Background: an optimization exercise with open tools, aiming at small area, a short achievable clock period and few clock cycles per item. Do not read the settings as production practice.
Function was checked by simulation only, so behaviour that the tests miss may differ from the original.
Power figures rest on the tool's default switching activity, not on a simulated workload.

File: flow/constraint.sdc
create_clock -name core_clock -period 6.5 [get_ports {clk_i}]
set_input_delay 1.3000 -clock core_clock [delete_from_list [all_inputs] [get_ports {clk_i}]]
set_output_delay 1.3000 -clock core_clock [all_outputs]
set_load 0.01 [all_outputs]
File: flow/run.sh
#!/bin/bash
# synth_recipe.tcl (not shown) runs the flow's synth.tcl, then flattens the netlist and writes it again
# the make line also repeats each setting of config.mk as NAME=value (left out here)
make -C /OpenROAD-flow-scripts/flow DESIGN_CONFIG=/design/flow/config.mk WORK_HOME=/design/flow/orfs CLKGATE_MAP_FILE= SYNTH_SCRIPT=/design/flow/synth_recipe.tcl finish
File: flow/design.v
module voice_gen #(
    parameter int unsigned NUM_VOICES = 16,
    parameter logic [22:0] LFSR_SEED  = 23'h7FFFF8
) (
    input  logic        clk_i,
    input  logic        rst_i,
    input  logic        start_i,
    input  logic [3:0]  voice_idx_i,
    input  logic [15:0] freq_i,
    input  logic [11:0] pw_i,
    input  logic [3:0]  wave_i,
    output logic        ready_o,
    output logic [9:0]  wave_o
);
    logic [15:0] acc_lo_m [NUM_VOICES];
    logic [7:0]  acc_hi_m [NUM_VOICES];
    logic [22:0] lfsr_m   [NUM_VOICES];
    logic [NUM_VOICES-1:0] vld_q;
    logic        ready_q;
    logic [NUM_VOICES-1:0] wb_q;    
    logic [3:0]  idx_q;
    logic [3:0]  sel_q;
    logic [15:0] lo_q;      
    logic [7:0]  hi_q;      
    logic        c_q;       
    logic [22:0] lfsr_q;    
    logic        step_q;    
    logic [3:0]  pwl_q;     
    logic        gt0_q, eq0_q;    
    logic        gt1_q, eq1_q;    
    logic [7:0]  hi_next;
    logic [11:0] a;         
    logic [22:0] lfsr_next;
    logic        lo_ge;
    logic [9:0]  saw, tri_w, pulse, noise, shaped;
    assign hi_next   = hi_q + 8'(c_q);
    assign a         = {hi_next, lo_q[15:12]};
    assign lfsr_next = step_q ? {lfsr_q[21:0], lfsr_q[22] ^ lfsr_q[17]} : lfsr_q;
    assign lo_ge = lo_q[15:12] >= pwl_q;
    assign pulse = (c_q ? (gt1_q || (eq1_q && lo_ge))
                        : (gt0_q || (eq0_q && lo_ge))) ? '1 : '0;
    assign saw   = a[11:2];
    assign tri_w = a[11] ? ~a[10:1] : a[10:1];
    assign noise = {lfsr_next[22], lfsr_next[20], lfsr_next[16], lfsr_next[13],
                    lfsr_next[11], lfsr_next[7],  lfsr_next[4],  lfsr_next[2], 2'b00};
    always_comb begin
        shaped = '1;
        if (sel_q[0]) shaped = shaped & tri_w;
        if (sel_q[1]) shaped = shaped & saw;
        if (sel_q[2]) shaped = shaped & pulse;
        if (sel_q[3]) shaped = shaped & noise;
        if (sel_q == 4'd0) shaped = '0;
    end
    logic [NUM_VOICES-1:0] rd_sel;    
    logic        fwd;                 
    logic [15:0] lo_rd;
    logic [7:0]  hi_rd;
    logic [22:0] lfsr_rd;
    logic [16:0] lo_sum;
    logic [7:0]  pwh, pwh_m1;
    always_comb begin
        fwd     = ready_q && (voice_idx_i == idx_q);
        lo_rd   = fwd ? lo_q      : '0;
        hi_rd   = fwd ? hi_next   : '0;
        lfsr_rd = fwd ? lfsr_next : '0;
        for (int unsigned v = 0; v < NUM_VOICES; v++) begin
            rd_sel[v] = (voice_idx_i == 4'(v)) && vld_q[v] && !wb_q[v];
            lo_rd     = lo_rd   | ({16{rd_sel[v]}} & acc_lo_m[v]);
            hi_rd     = hi_rd   | ({8{rd_sel[v]}}  & acc_hi_m[v]);
            lfsr_rd   = lfsr_rd | ({23{rd_sel[v]}} & lfsr_m[v]);
        end
        if (rd_sel == '0 && !fwd) lfsr_rd = LFSR_SEED;
    end
    assign lo_sum = {1'b0, lo_rd} + {1'b0, freq_i};
    assign pwh    = pw_i[11:4];
    assign pwh_m1 = pwh - 8'd1;
    always_ff @(posedge clk_i) begin
        idx_q  <= voice_idx_i;
        sel_q  <= wave_i;
        lo_q   <= lo_sum[15:0];
        hi_q   <= hi_rd;
        c_q    <= lo_sum[16];
        lfsr_q <= lfsr_rd;
        step_q <= lo_sum[16] && hi_rd[2:0] == 3'b111 && !hi_rd[3];
        pwl_q  <= pw_i[3:0];
        gt0_q  <= hi_rd > pwh;
        eq0_q  <= hi_rd == pwh;
        gt1_q  <= hi_rd >= pwh && hi_rd != 8'hFF;
        eq1_q  <= hi_rd == pwh_m1;
        for (int unsigned v = 0; v < NUM_VOICES; v++) begin
            if (wb_q[v]) begin
                acc_lo_m[v] <= lo_q;
                acc_hi_m[v] <= hi_next;
                lfsr_m[v]   <= lfsr_next;
            end
        end
    end
    always_ff @(posedge clk_i or posedge rst_i) begin
        if (rst_i) begin
            ready_q <= 1'b0;
            wb_q    <= '0;
            vld_q   <= '0;
        end else begin
            ready_q <= start_i;
            for (int unsigned v = 0; v < NUM_VOICES; v++)
                wb_q[v] <= start_i && (voice_idx_i == 4'(v));
            vld_q   <= vld_q | wb_q;
        end
    end
    assign ready_o = ready_q;
    assign wave_o  = shaped;
endmodule
File: flow/config.mk
export PLATFORM = sky130hd
export DESIGN_NAME = voice_gen
export DESIGN_NICKNAME = voice_gen
export VERILOG_FILES = /design/flow/design.v
export SDC_FILE = /design/flow/constraint.sdc
export NUM_CORES = 4
export LEC_CHECK = 0
export CAP_MARGIN = 20
export CORE_MARGIN = 2
export CORE_UTILIZATION = 40
export CTS_CLUSTER_DIAMETER = 90
export CTS_CLUSTER_SIZE = 28
export SETUP_SLACK_MARGIN = 2.5
export SLEW_MARGIN = 20
==> summary.txt, run 1 <==
largest area contributor in the netlist=edfxtp_1; vias post-DR=18530; fin crit share=61.66%; DRC marker count from the first detailed-route iteration=2347; global route total overflow=0; internal power=8181 uW; I/O Pins=50; final number of hold-violating endpoints=0; sequential share of the synthesized area=77.96%; Post-Place Worst Slack=0.6629 ns; cell area after synthesis=31700 sq um; fin nets=2082; WHS Path Cells=1; register bit count reported by yosys=850; clock tree from TritonCTS=yes; mux share of post-synthesis cell area=0.7500%; syn avg cell area=16.92 sq um; switching fraction of total power=25.01%; Min Hold Slack=0.4725 ns; predominant post-synthesis flop cell=edfxtp_1; number of nets produced by synthesis=1944; adder-cell share of the synthesized area=1.287%; horizontal extent of the die=285.5 microns; Die Footprint=81510 sq um; post-synthesis xor/xnor area fraction=1.133%; actual transition at the worst max-transition pin=1.134 ns; library cell used as clock root buffer=clkbuf_16; Critical-path top delay cell=fa_2; leakage power=0.01165 uW; category of the worst setup path capture point=flop; count of maximum capacitance violations=0; Critical Path Fanout Max=14; Worst setup SP type=input port; basic-gate share of the synthesized area counting and, or, nand and nor cells=5.985%; clock transition at the registers of the reported paths=0.10 ns; HPWL Detailed=48150 microns; post-placement cell count=2944; maximum frequency from static timing analysis=249.5 MHz; number of setup violations in the final report=0; wire length on met2=44720 microns; areal power density over the cells=301.2 nW/um^2; routed wire length on met3=7584 microns; maximum number of pins on one net before global-route repair=49; area fraction of the dominant cell type after synthesis=71.25%; final total negative setup slack=0 ns; # clock sinks=850; data required time at the worst endpoint=7.04 ns; overall routed net length=91550 microns; Net Sw Power=2728 uW; number of warning messages in the yosys log=4; setup repair after global routing missed its margin=true; aggregate global-route resource usage=22.05%; Std-Cell Core Area=78740 sq um; number of diodes=0; non-filler instance count after layout=3089; Clock Skews=0.03984 ns; layout-stage area growth over the synthesis result=14.27%; relative contribution of combinational cells to total power=12.0%; share of layout cells above drive strength 1=17.31%; post-detailed-route DRC marker count=0; remaining antenna violation count after routing=0; instance count of the mapped netlist=1873; DR WL/cell=29.64 microns; compound-gate portion of the synthesized area=10.98%; overall die height=285.5 microns; global-route wire length before repair=130500 microns; routed metal-1 wire length=36960 microns; class of the most critical hold timing path=flop to flop; initial core utilization=40.25%; maximum vdd drop=0.0001749 V; max-slew violation count=0; average via count per standard cell=5.997; run status=finished clean; antenna violations before repair=2; Synth area leaders=edfxtp_1, a22oi_1, dfxtp_1; count of cell types in the netlist=72; start-to-end type of the worst setup path=input port to flop; relative contribution of the clock network to total power=25.1%; number of cell instances on the worst register-to-register path=14; number of inserted filler cells in the final layout=6659; proportion of power drawn by flip-flops and latches=62.8%; number of buffers added on ports=49; normalized max-slew margin=24.42%; CTS max path bufs=3; crit-path max cell delay=0.39 ns; via count of the first global-routing pass=18420; std cell rows=103; final critical path time including I/O delays and setup=4.008 ns; Stages on worst setup path=18; Final Total Pwr=10910 uW; first-pass iteration count of the detailed router=6; minimum setup slack in the final design=2.492 ns; level count of the clock H-tree=2; endpoint arrival time on the critical path=4.55 ns; list of cells traversed by the critical path=buf_8, or2b_4, nor4b_4, buf_6, a22oi_1, nand4_1, a211o_1, ha_2, inv_2, fa_2, nor2b_4, o21ai_4, a21boi_2, o41ai_2, nand4b_1, and4_4, o31ai_4, nor3b_2; number of clock buffers inserted by TritonCTS=36; total buffers and inverters traversed by the critical path=3; fraction of registers with async set or reset after synthesis=3.882%; final weighted congestion in routability-driven placement=0.8329; largest family of logic cells by synthesized area=compound AO/OA/AOI/OAI gates; number of enable-type register cells in the synthesized netlist=752; worst skew pair latency=0.62 ns; category of cells accounting for the largest share of critical-path delay=simple AND/OR/NAND/NOR gates; top sig layer=met5
==> state kept, by name (all words and copies together) (netlist names), 4 cells and up <==
register	flops
sel_q	4
hi_q	8
vld_q	16
pwl_q	4
lo_q	16
lfsr_q	23
acc_hi_m	128
wb_q	16
lfsr_m	368
acc_lo_m	256
idx_q	4
==> routing by layer <==
metal | GRT usage (%) | up-vias
met1 | 30.12 | 9681
met4 | 5.380 | 2
met5 | 0 | -
met2 | 37.34 | 878
li1 | - | 7837
met3 | 3.198 | 127
==> cell type report <==
class | count | area, sq um | area share [%]
inverter | 54 | 209.0 | 0.5769
tap | 1050 | 1314 | 3.627
clock buffer | 61 | 1026 | 2.833
multi-input combinational | 872 | 6887 | 19.01
clock inverter | 5 | 38.79 | 0.1071
timing repair buffer | 197 | 1992 | 5.500
sequential | 850 | 24750 | 68.34
==> metrics by stage <==
step	cell area (sq um)	utilization, %
floorplan	31840	-
global placement	33800	42.93
detailed placement	33800	42.93
CTS	35750	45.40
global route	36220	46.00
finish	36220	46.00
==> cells in the mapped netlist (5+ instances only) <==
cell type	n
edfxtp_1	752
a22oi_1	361
nand4_1	92
dfxtp_1	65
nor2_1	64
inv_1	54
clkbuf_1	48
xnor2_1	35
dfrtp_1	33
buf_1	31
ha_1	31
nand2_1	25
nand3_1	25
a211o_1	18
or2_2	17
and2_1	15
buf_2	15
mux2_2	14
nor3_1	14
a21oi_1	12
o21ai_0	11
and3_1	9
a222oi_1	8
mux2i_1	8
a21o_1	7
nand2b_1	7
o211ai_1	7
o21a_1	6
xor2_1	6
nor2b_1	5
nor4_1	5
==> power groups by stage <==
| stage | clock network, uW | logic (uW) | registers, uW |
|---|---|---|---|
| floorplan | 0 | 668 | 6870 |
| global placement | 0 | 1060 | 6970 |
| detailed placement | 0 | 1090 | 6990 |
| CTS | 2770 | 1230 | 6850 |
| global route | 2940 | 1420 | 6890 |
| finish | 2740 | 1310 | 6850 |
==> placed cells by master, fill, tap and decap left out, types with 25 or more instances in the layout <==
cell / netlist / final
nand4_1: 92 / 92
edfxtp_1: 752 / 752
clkbuf_16: 0 / 38
clkdlybuf4s50_1: 0 / 35
dfxtp_1: 65 / 59
buf_4: 1 / 99
a22oi_1: 361 / 357
ha_1: 31 / 25
nor2_1: 64 / 57
xnor2_1: 35 / 32
buf_6: 2 / 32
inv_1: 54 / 51
==> path summary, 6_finish.rpt <==
| check | startpoint | slack (ns) | to |
|---|---|---|---|
| min in group asynchronous | rst_i | 1.13 | vld_q[6] |
| max reg2reg | wb_q[1] | 2.57 | step_q |
| min reg2reg | vld_q[8] | 0.47 | vld_q[8] |
| max in group asynchronous | rst_i | 5.02 | wb_q[1] |
| max | voice_idx_i[0] | 2.49 | step_q |
| min | vld_q[8] | 0.47 | vld_q[8] |
==> timing repair <==
action | in CTS | in global routing
pin swaps | 42 | 37
endpoints found under the hold margin | 0 | 0
gates resized for setup | 161 | 62
hold buffers | 0 | 0
setup endpoints to repair | 49 | 20
setup buffers | 55 | 21
gates cloned | 2 | 1
==> cell families after synthesis <==
group | Yosys count
AOI/OAI and AO/OA | 461
xor gates and xnor gates | 41
muxes | 22
and+or+nand+nor | 316
DFF | 850
buffers and inverters | 151
adders and majority gates | 32
Testbench counts, summed over its fixed seeds: cycles 32,000, items 32,000.
==> run 2, diff against run 1 <==
==> flow/flow/run.sh (new file) <==
#!/bin/bash
# The standard layout (standard synthesis unchanged), with two changes after
# synthesis: the port buffers are buf_2 cells rather than clkdlybuf4s50_1 delay
# cells, and clock tree synthesis inserts no dummy loads. The make output
# (every tool's log is also under orfs/logs) goes to standard.log.
set -euo pipefail
bash standard.sh \
  "BUFFER_PORTS_ARGS=-buffer_cell sky130_fd_sc_hd__buf_2" \
  "CTS_ARGS=-sink_clustering_enable -repair_clock_nets -sink_clustering_size 24 -sink_clustering_max_diameter 80 -dont_use_dummy_load" \
  finish > standard.log 2>&1
==> flow/standard.sh (new file) <==
#!/bin/bash
# synth_recipe.tcl (not shown) runs the flow's synth.tcl, then flattens the netlist and writes it again
# the make line also repeats each setting of config.mk as NAME=value (left out here)
make -C /OpenROAD-flow-scripts/flow DESIGN_CONFIG=/design/flow/config.mk WORK_HOME=/design/flow/orfs CLKGATE_MAP_FILE= SYNTH_SCRIPT=/design/flow/synth_recipe.tcl "${@:-finish}"
--- a/flow/config.mk
+++ b/flow/config.mk
@@ -8,7 +8,7 @@
 export CAP_MARGIN = 20
 export CORE_MARGIN = 2
 export CORE_UTILIZATION = 40
-export CTS_CLUSTER_DIAMETER = 90
-export CTS_CLUSTER_SIZE = 28
+export CTS_CLUSTER_DIAMETER = 80
+export CTS_CLUSTER_SIZE = 24
 export SETUP_SLACK_MARGIN = 2.5
 export SLEW_MARGIN = 20
removed: flow/run.sh
==> summary.txt, run 2 <==
run status=finished clean (unchanged); predominant post-synthesis flop cell=edfxtp_1 (unchanged); DRC marker count from the first detailed-route iteration=2443 (was 2347); library cell used as clock root buffer=clkbuf_16 (unchanged); std cell rows=103 (unchanged); number of nets produced by synthesis=1944 (unchanged); count of maximum capacitance violations=0 (unchanged); Critical Path Fanout Max=9 (was 14); wire length on met2=45350 microns (was 44720 microns); via count of the first global-routing pass=18310 (was 18420); number of diodes=0 (unchanged); top sig layer=met4 (was met5); clock transition at the registers of the reported paths=0.09 ns (was 0.10 ns); non-filler instance count after layout=3076 (was 3089); first-pass iteration count of the detailed router=5 (was 6); vias post-DR=18600 (was 18530); Critical-path top delay cell=mux2i_1 (was fa_2); global route total overflow=0 (unchanged); global-route wire length before repair=130400 microns (was 130500 microns); most common cell after layout, fill and taps aside=edfxtp_1 (unchanged); routed metal-1 wire length=37020 microns (was 36960 microns); crit-path max cell delay=0.77 ns (was 0.39 ns); cell area after synthesis=31700 sq um (unchanged); number of warning messages in the yosys log=4 (unchanged); actual transition at the worst max-transition pin=1.156 ns (was 1.134 ns); max-slew violation count=0 (unchanged); largest area contributor in the netlist=edfxtp_1 (unchanged); Worst setup SP type=flop (was input port); final critical path time including I/O delays and setup=4.016 ns (was 4.008 ns); initial core utilization=40.25% (unchanged); HPWL Detailed=48070 microns (was 48150 microns); setup repair after global routing missed its margin=true (unchanged); maximum frequency from static timing analysis=249.0 MHz (was 249.5 MHz); number of setup violations in the final report=0 (unchanged); syn avg cell area=16.92 sq um (unchanged); fraction of registers with async set or reset after synthesis=3.882% (unchanged); number of flip-flops under the largest register name=368 (unchanged); area fraction of the dominant cell type after synthesis=71.25% (unchanged); final design utilization=45.94% (was 46.00%); number of enable-type register cells in the synthesized netlist=752 (unchanged); Post-Place Worst Slack=1.030 ns (was 0.6629 ns); category of the worst setup path capture point=output port (was flop); maximum vdd drop=0.0001935 V (was 0.0001749 V); endpoint arrival time on the critical path=2.72 ns (was 4.55 ns); final number of hold-violating endpoints=0 (unchanged); areal power density over the cells=301.4 nW/um^2 (was 301.2 nW/um^2); minimum setup slack in the final design=2.484 ns (was 2.492 ns); Min Hold Slack=0.4776 ns (was 0.4725 ns); # clock sinks=850 (unchanged); clock tree from TritonCTS=yes (unchanged); level count of the clock H-tree=2 (unchanged); overall die height=285.5 microns (unchanged); Clock Skews=0.06092 ns (was 0.03984 ns); list of most frequent post-synthesis cells=edfxtp_1, a22oi_1, nand4_1 (unchanged); fin crit share=61.78% (was 61.66%); list of cells traversed by the critical path=buf_4, mux2i_1, a222oi_1, and2_1, buf_2 (was buf_8, or2b_4, nor4b_4, buf_6, a22oi_1, nand4_1, a211o_1, ha_2, inv_2, fa_2, nor2b_4, o21ai_4, a21boi_2, o41ai_2, nand4b_1, and4_4, o31ai_4, nor3b_2); most frequent cells in the layout=edfxtp_1, a22oi_1, buf_4 (unchanged); maximum number of pins on one net before global-route repair=49 (unchanged); post-detailed-route DRC marker count=0 (unchanged); most repeated cell in the gate-level netlist after synthesis=edfxtp_1 (unchanged); fin nets=2099 (was 2082); final weighted congestion in routability-driven placement=0.7998 (was 0.8329); layout-stage area growth over the synthesis result=14.13% (was 14.27%); Die Footprint=81510 sq um (unchanged); number of buffers inserted for hold repair after clock tree synthesis=0 (unchanged); number of inserted filler cells in the final layout=6611 (was 6659); routed wire length on met3=7034 microns (was 7584 microns); antenna violations before repair=0 (was 2); Synth area leaders=edfxtp_1, a22oi_1, dfxtp_1 (unchanged); post-placement cell count=2942 (was 2944); worst skew pair latency=0.61 ns (was 0.62 ns); leakage power=0.01173 uW (was 0.01165 uW); CTS max path bufs=3 (unchanged); data required time at the worst endpoint=5.20 ns (was 7.04 ns); register with the most flip-flops=lfsr_m (unchanged); average via count per standard cell=6.046 (was 5.997); overall routed net length=91800 microns (was 91550 microns); share of layout cells above drive strength 1=19.69% (was 17.31%); register bit count reported by yosys=850 (unchanged); remaining antenna violation count after routing=0 (unchanged); total buffers and inverters traversed by the critical path=2 (was 3); instance count of the mapped netlist=1873 (unchanged); category of cells accounting for the largest share of critical-path delay=multiplexers (was simple AND/OR/NAND/NOR gates); final total negative setup slack=0 ns (unchanged); horizontal extent of the die=285.5 microns (unchanged); normalized max-slew margin=22.90% (was 24.42%); count of cell types in the netlist=72 (unchanged); number of clock buffers inserted by TritonCTS=42 (was 36); aggregate global-route resource usage=22.06% (was 22.05%); I/O Pins=50 (unchanged); class of the most critical hold timing path=flop to flop (unchanged); biggest regs=lfsr_m x368, acc_lo_m x256, acc_hi_m x128 (unchanged); DR WL/cell=29.84 microns (was 29.64 microns); number of buffers added on ports=49 (unchanged); sequential share of the synthesized area=77.96% (unchanged); Std-Cell Core Area=78740 sq um (unchanged); start-to-end type of the worst setup path=flop to output port (was input port to flop)
==> run 2: cell counts after synthesis <==
No cell type changed its count.
==> run 2: final cells by class <==
type                    count  area (sq um)  area share [%]
clock buffers              42          1051           2.905
flip-flops and latches    850         24750           68.42
repair buffers            206          1931           5.337
well taps                1050          1314           3.632
inverters                  54         209.0          0.5776
multi-input cells         874          6920           19.13
==> run 2: through the flow <==
| step | cell area [sq um] | power [uW] |
|---|---|---|
| floorplan | 31840 | 7533 |
| global placement | 33500 | 7994 |
| detailed placement | 33500 | 8042 |
| CTS | 35650 | 10830 |
| global route | 36170 | 11260 |
| finish | 36170 | 10900 |
==> run 2: worst paths after layout <==
kind / startpoint / endpoint / slack [ns] / depth (start not counted)
min in group asynchronous: rst_i / vld_q[13] / 0.82 / 3
worst max register to register: wb_q[13] / lo_q[13] / 2.60 / 16
worst min-delay path: vld_q[6] / vld_q[6] / 0.48 / 1
worst max-delay path: step_q / wave_o[6] / 2.48 / 5
max in group asynchronous: rst_i / wb_q[9] / 5.32 / 3
worst min register to register: vld_q[6] / vld_q[6] / 0.48 / 1
==> run 2: logic make-up after synthesis <==
kind of cell	synth area share [%]
adder cells (fa/ha/maj)	1.287
AO/OA/AOI/OAI	10.98
flip-flops	77.96
multiplexers	0.7500
XOR/XNOR	1.133
buffers and inverters	1.907
AND/OR/NAND/NOR	5.984
==> run 2: power breakdown <==
group	switching, uW	internal, uW	leakage, uW
clock	1590	1160	0.000518
sequential	283	6570	0.00769
combinational	816	485	0.00353
==> run 2: per-layer routing <==
layer / vias up / GRT usage, %
met1: 9748 / 29.97
met3: 140 / 3.206
met4: 0 / 5.812
met2: 852 / 37.31
met5: - / 0
li1: 7856 / -
==> run 2: repair_timing <==
action | in CTS | in global routing
pin swaps | 36 | 36
setup endpoints to repair | 24 | 19
cloned | 5 | 2
resized for setup | 104 | 64
buffers inserted | 59 | 26

-- afterwards: timing with drivers on the ports --
No port has a modelled driver above. Below, the same layouts with a new extraction and two added sets of constraints.
Step 1 assumes that a clkbuf_16 drives the clock port and a buf_2 every other input.
Step 2 also shifts input and output timing later by t, the mid clock arrival at the registers, as if the neighbouring blocks saw the same clock.
a / b / c = ideal ports / drivers / drivers and shift; a / b = the first two.
| run | t (ns) | setup WS [ns] | clock arrival spread, ns | worst slew at a driven data input, ns |
|---|---|---|---|---|
| run 1 | 0.663 | 2.492 / 2.443 / 1.801 | 0.041 / 0.041 | 0.14 |
| run 2 | 0.653 | 2.484 / 2.413 / 1.835 | 0.061 / 0.062 | 0.14 |
After both steps setup and hold are still met in every run listed. For run 1, which loses most, drivers alone change the setup slack by -0.049 ns; drivers and shift together by -0.691 ns.
